This design comes from an exercise in tuning for small area on the open sky130 flow, not from production work. At most, simulation tests tie the RTL to the original design; equivalence was not proved. Power figures rest on the tool's default switching activity, not on a simulated workload.

==> flow/design.v (excerpt) <==
module sifh_hist_peak #(
    parameter int unsigned NP       = 12,
    parameter int unsigned NB       = 6,
    parameter int unsigned PIXELS   = 4,
    parameter int unsigned DATA_NUM = 4,
    parameter int unsigned ACQ_NUM  = 8,
    parameter int unsigned CNT_W    = 8
) (
    input  logic                 clk,
    input  logic                 res,
    input  logic                 in_valid,
    output logic                 in_ready,
    input  logic [NP-1:0]        in_data,
    output logic                 out_valid,
    output logic [NP*PIXELS-1:0] out_result,
    output logic                 pass_id
);
For scale: roughly 1,300 cells after synthesis, about 800 flip-flops, about 0.028 mm² of cells after synthesis.
Settings: LEC_CHECK=0, CAP_MARGIN=0, CORE_MARGIN=2, CORE_UTILIZATION=70, GPL_TIMING_DRIVEN=0, SLEW_MARGIN=0; clock period 10.0 ns.
standard.sh (not shown) runs the stock make flow with config.mk's settings and CLKGATE_MAP_FILE= SYNTH_SCRIPT=/design/flow/synth_recipe.tcl, a recipe that flattens the netlist after the stock synthesis.
==> flow/flow/run.sh <==
#!/bin/bash
# Standard ORFS layout, with CTS told not to add dummy loads and port buffers of the
# smallest buffer. Each tool's output goes to the ORFS logs; make's own output to make.log.
set -euo pipefail
export CTS_ARGS="-sink_clustering_enable -repair_clock_nets -dont_use_dummy_load -buf_list sky130_fd_sc_hd__clkbuf_8 -sink_clustering_size 20 -sink_clustering_max_diameter 60"
export BUFFER_PORTS_ARGS="-buffer_cell sky130_fd_sc_hd__buf_1"
bash standard.sh > make.log 2>&1
Rerun with:
--- a/flow/flow/run.sh
+++ b/flow/flow/run.sh
@@ -5 +5 @@
-export CTS_ARGS="-sink_clustering_enable -repair_clock_nets -dont_use_dummy_load -buf_list sky130_fd_sc_hd__clkbuf_8 -sink_clustering_size 20 -sink_clustering_max_diameter 60"
+export CTS_ARGS="-sink_clustering_enable -repair_clock_nets -dont_use_dummy_load -buf_list sky130_fd_sc_hd__clkbuf_8 -sink_clustering_size 16 -sink_clustering_max_diameter 80"
Settings changed: CTS_BUF_LIST set to sky130_fd_sc_hd__clkbuf_8, CTS_CLUSTER_SIZE set to 30, GPL_TIMING_DRIVEN 0 to not set.
Effect: Total power came out higher by 1.3%. Non-clock buffer count came out lower by 18. Area after synthesis stays the same. Cell area stays flat.
Rerun with:
--- a/flow/flow/run.sh
+++ b/flow/flow/run.sh
@@ -5 +5 @@
-export CTS_ARGS="-sink_clustering_enable -repair_clock_nets -dont_use_dummy_load -buf_list sky130_fd_sc_hd__clkbuf_8 -sink_clustering_size 16 -sink_clustering_max_diameter 80"
+export CTS_ARGS="-sink_clustering_enable -repair_clock_nets -dont_use_dummy_load -buf_list sky130_fd_sc_hd__clkbuf_8 -sink_clustering_size 20 -sink_clustering_max_diameter 60"
Settings changed: CTS_BUF_LIST sky130_fd_sc_hd__clkbuf_8 to not set, CTS_CLUSTER_SIZE 30 to not set.
Outcome: Worst hold slack is better by 0.014 ns; flip-flop and latch count stays the same; power went down slightly; via count drops slightly; wire length shrinks slightly; global-route usage is lower by 0.22 points.
Rerun with:
--- a/flow/flow/run.sh
+++ b/flow/flow/run.sh
@@ -5 +5 @@
-export CTS_ARGS="-sink_clustering_enable -repair_clock_nets -dont_use_dummy_load -buf_list sky130_fd_sc_hd__clkbuf_8 -sink_clustering_size 20 -sink_clustering_max_diameter 60"
+export CTS_ARGS="-sink_clustering_enable -repair_clock_nets -dont_use_dummy_load -buf_list sky130_fd_sc_hd__clkbuf_16 -sink_clustering_size 30 -sink_clustering_max_diameter 60"
Result:
- The new run finished clean
- core utilization increases by 0.83 points
- flip-flop and latch count is unchanged
- total power increases by a few percent
- global-route usage increases by 0.18 points
- design area increases slightly
- worst setup slack gets worse by 0.078 ns
- worst hold slack gets worse by 0.0098 ns
- clock power increases by a quarter to a third

* * *

== lane 1 ==
The RTL this note starts from:
==> flow/design.v <==
module sifh_hist_peak #(
    parameter int unsigned NP       = 12,
    parameter int unsigned NB       = 6,
    parameter int unsigned PIXELS   = 4,
    parameter int unsigned DATA_NUM = 4,
    parameter int unsigned ACQ_NUM  = 8,
    parameter int unsigned CNT_W    = 8
) (
    input  logic                 clk,
    input  logic                 res,
    input  logic                 in_valid,
    output logic                 in_ready,
    input  logic [NP-1:0]        in_data,
    output logic                 out_valid,
    output logic [NP*PIXELS-1:0] out_result,
    output logic                 pass_id
);
    localparam int unsigned NG = ACQ_NUM - 1;    
    logic [7:0] idx_q;
    logic       out_valid_q;
    logic [1:0] smp;
    logic [1:0] pix;
    logic [2:0] acq;
    logic       fine;
    assign smp  = idx_q[1:0];
    assign pix  = idx_q[3:2];
    assign acq  = idx_q[6:4];
    assign fine = idx_q[7];
    always_ff @(posedge clk) begin
        if (res) begin
            idx_q       <= '0;
            out_valid_q <= 1'b0;
        end else begin
            out_valid_q <= in_valid && (idx_q == 8'hff);
            if (in_valid) begin
                idx_q <= idx_q + 8'd1;
            end
        end
    end
    assign in_ready  = 1'b1;
    assign pass_id   = fine;
    assign out_valid = out_valid_q;
    logic [5:0]  max_q  [PIXELS];
    logic [NB-1:0] peak_q [PIXELS];
    logic [NB-1:0] c_q    [PIXELS];
    logic [NB-1:0] cur_c;
    logic          valid;
    logic [NB-1:0] bin;
    assign cur_c = c_q[pix];
    assign valid = !fine || (in_data[NP-1 -: NB] == cur_c);
    assign bin   = fine ? in_data[NB-1:0] : in_data[NP-1 -: NB];
    localparam int unsigned GW = 4*NB + 3;       
    logic [NB-1:0] w_q [3];
    logic [1:0]    nw_q;
    logic [GW-1:0] ring_q [PIXELS][NG];
    logic          rot;
    assign rot = in_valid && (smp == 2'd3);
    always_ff @(posedge clk) begin
        if (in_valid && valid) begin
            w_q[0] <= bin;
            w_q[1] <= w_q[0];
            w_q[2] <= w_q[1];
        end
    end
    always_ff @(posedge clk) begin
        if (res) begin
            nw_q <= '0;
        end else if (in_valid) begin
            nw_q <= (smp == 2'd3) ? 2'd0 : nw_q + 2'(valid);
        end
    end
    always_ff @(posedge clk) begin
        if (rot) begin
            for (int b = 0; b < PIXELS - 1; b++) begin
                for (int g = 0; g < NG; g++) begin
                    ring_q[b][g] <= ring_q[b+1][g];
                end
            end
            ring_q[PIXELS-1][0] <= {nw_q, valid, w_q[0], w_q[1], w_q[2], bin};
            for (int g = 1; g < NG; g++) begin
                ring_q[PIXELS-1][g] <= ring_q[0][g-1];
            end
        end
    end
    logic [NG*DATA_NUM+2:0] hit;
    always_comb begin
        for (int g = 0; g < NG; g++) begin
            logic [1:0] gn;
            logic       gl;
            gn = ring_q[0][g][GW-1 -: 2];
            gl = ring_q[0][g][GW-3];
            for (int e = 0; e < 3; e++) begin
                hit[g*DATA_NUM+e] = (3'(g) < acq) && (2'(e) < gn)
                                  && (ring_q[0][g][(3-e)*NB +: NB] == bin);
            end
            hit[g*DATA_NUM+3] = (3'(g) < acq) && gl && (ring_q[0][g][NB-1:0] == bin);
        end
        for (int k = 0; k < 3; k++) begin
            hit[NG*DATA_NUM+k] = (2'(k) < nw_q) && (w_q[k] == bin);
        end
    end
    function automatic logic [1:0] fa(input logic a, input logic b, input logic c);
        fa = {(a & b) | (a & c) | (b & c), a ^ b ^ c};
    endfunction
    function automatic logic [2:0] pop7(input logic [6:0] x);
        logic [1:0] u, v, w, y;
        u = fa(x[0], x[1], x[2]);
        v = fa(x[3], x[4], x[5]);
        w = fa(u[0], v[0], x[6]);
        y = fa(u[1], v[1], w[1]);
        pop7 = {y, w[0]};
    endfunction
    function automatic logic [3:0] pop15(input logic [14:0] x);
        logic [2:0] a, b;
        logic [1:0] k0, k1, k2;
        a  = pop7(x[6:0]);
        b  = pop7(x[13:7]);
        k0 = fa(a[0], b[0], x[14]);
        k1 = fa(a[1], b[1], k0[1]);
        k2 = fa(a[2], b[2], k1[1]);
        pop15 = {k2, k1[0], k0[0]};
    endfunction
    logic [4:0] pop;
    always_comb begin
        logic [3:0] a, b;
        logic [1:0] k0, k1, k2, k3;
        a   = pop15(hit[14:0]);
        b   = pop15(hit[29:15]);
        k0  = fa(a[0], b[0], hit[30]);
        k1  = fa(a[1], b[1], k0[1]);
        k2  = fa(a[2], b[2], k1[1]);
        k3  = fa(a[3], b[3], k2[1]);
        pop = {k3, k2[0], k1[0], k0[0]};
    end
    logic       first, upd;
    logic [5:0] new_max;
    logic [NB-1:0] new_peak;
    assign first    = (acq == 3'd0) && (smp == 2'd0);
    assign upd      = first || (valid && ({1'b0, pop} >= max_q[pix]));
    assign new_max  = valid ? ({1'b0, pop} + 6'd1) : 6'd0;
    assign new_peak = valid ? bin : NB'(1 << (NB - 1));
    always_ff @(posedge clk) begin
        for (int p = 0; p < PIXELS; p++) begin
            if (in_valid && upd && (pix == 2'(p))) begin
                max_q[p]  <= new_max;
                peak_q[p] <= new_peak;
            end
        end
    end
    always_ff @(posedge clk) begin
        if (in_valid && (idx_q == 8'h7f)) begin
            for (int p = 0; p < PIXELS - 1; p++) begin
                c_q[p] <= peak_q[p];
            end
            c_q[PIXELS-1] <= upd ? new_peak : peak_q[PIXELS-1];
        end
    end
    always_comb begin
        for (int p = 0; p < PIXELS; p++) begin
            out_result[p*NP +: NP] = {c_q[p], peak_q[p]};
        end
    end
endmodule
Settings: LEC_CHECK=0, CAP_MARGIN=0, CORE_MARGIN=2, CORE_UTILIZATION=40, CTS_BUF_LIST=sky130_fd_sc_hd__clkbuf_8, CTS_CLUSTER_SIZE=30, SLEW_MARGIN=0; clock period 10.0 ns.
run.sh (not shown) runs the stock make flow with config.mk's settings and CLKGATE_MAP_FILE= SYNTH_SCRIPT=/design/flow/synth_recipe.tcl, a recipe that flattens the netlist after the stock synthesis.
Stock flow here: none of the scripts above is used.
Lane 1 closes out successfully: all stages finished, all timing, DRC and antenna checks passed.
Edits applied to the flow inputs when going from lane 1 to lane 2:
==> flow/flow/run.sh (new file) <==
#!/bin/bash
# Standard ORFS layout, with CTS told not to add dummy loads and port buffers of the
# smallest buffer. Each tool's output goes to the ORFS logs; make's own output to make.log.
set -euo pipefail
export CTS_ARGS="-sink_clustering_enable -repair_clock_nets -dont_use_dummy_load -buf_list sky130_fd_sc_hd__clkbuf_8 -sink_clustering_size 30"
export BUFFER_PORTS_ARGS="-buffer_cell sky130_fd_sc_hd__buf_1"
bash standard.sh > make.log 2>&1
==> flow/standard.sh (new file) <==
#!/bin/bash
# synth_recipe.tcl (not shown) runs the flow's synth.tcl, then flattens the netlist and writes it again
# the make line also repeats each setting of config.mk as NAME=value (left out here)
make -C /OpenROAD-flow-scripts/flow DESIGN_CONFIG=/design/flow/config.mk WORK_HOME=/design/flow/orfs CLKGATE_MAP_FILE= SYNTH_SCRIPT=/design/flow/synth_recipe.tcl "${@:-finish}"
removed: flow/run.sh
==> comparison <==
- Share of total power consumed by net switching in lane 2 vs lane 1: down 1.1 points
- Taking lane 1 as the reference point, the area share of buffers outside the clock network of lane 2 falls by 1.3 points.
- Lane 2 finished every stage and its layout cleared the timing, DRC and antenna checks.
- Side by side, measured slew at the worst slew-check pin turned out higher in lane 2 than in lane 1.
- Hold slack deteriorates in lane 2 relative to lane 1.
No functional check of the RTL was part of any run of this note.

what the ideal ports hide:
The flow's constraints put no driver on any port. The routed layouts listed below were extracted and timed again, unchanged, in two steps. Step 1 (the two cells are an assumption about what drives the block):
set clk [get_ports {clk}]
set_driving_cell -lib_cell sky130_fd_sc_hd__clkbuf_16 $clk
set_driving_cell -lib_cell sky130_fd_sc_hd__buf_2 [delete_from_list [all_inputs] $clk]
Step 2 adds t to the input delays and takes it off the output delays; t is the mean of the earliest and latest rising clock arrival at the registers after step 1. Input paths then give back, and output paths get back, about the clock's delay inside the block. Three values: ideal ports, drivers, drivers and shift; two values: the first two.
run | t (ns) | setup WS [ns] | worst data-port slew with drivers (ns) | cell pins on the clock port's net
the first run of note 1 | 0.683 | 0.443 / 0.464 / -0.219 | 0.04 | 1
the second run of note 1 | 0.710 | 1.686 / 1.715 / 1.005 | 0.04 | 1
the third run of note 1 | 0.674 | 1.638 / 1.668 / 0.994 | 0.04 | 1
the fourth run of note 1 | 0.626 | 1.561 / 1.595 / 0.969 | 0.04 | 1
lane 1 | 0.786 | 0.964 / 0.985 / 0.198 | 0.04 | 1
lane 2 | 0.778 | 1.416 / 1.447 / 0.670 | 0.06 | 1
With both steps, setup timing fails in the first run of note 1, where it was met with ideal ports. The setup slack of lane 1, which loses most, moves by +0.021 ns with the drivers and by -0.766 ns with both steps.
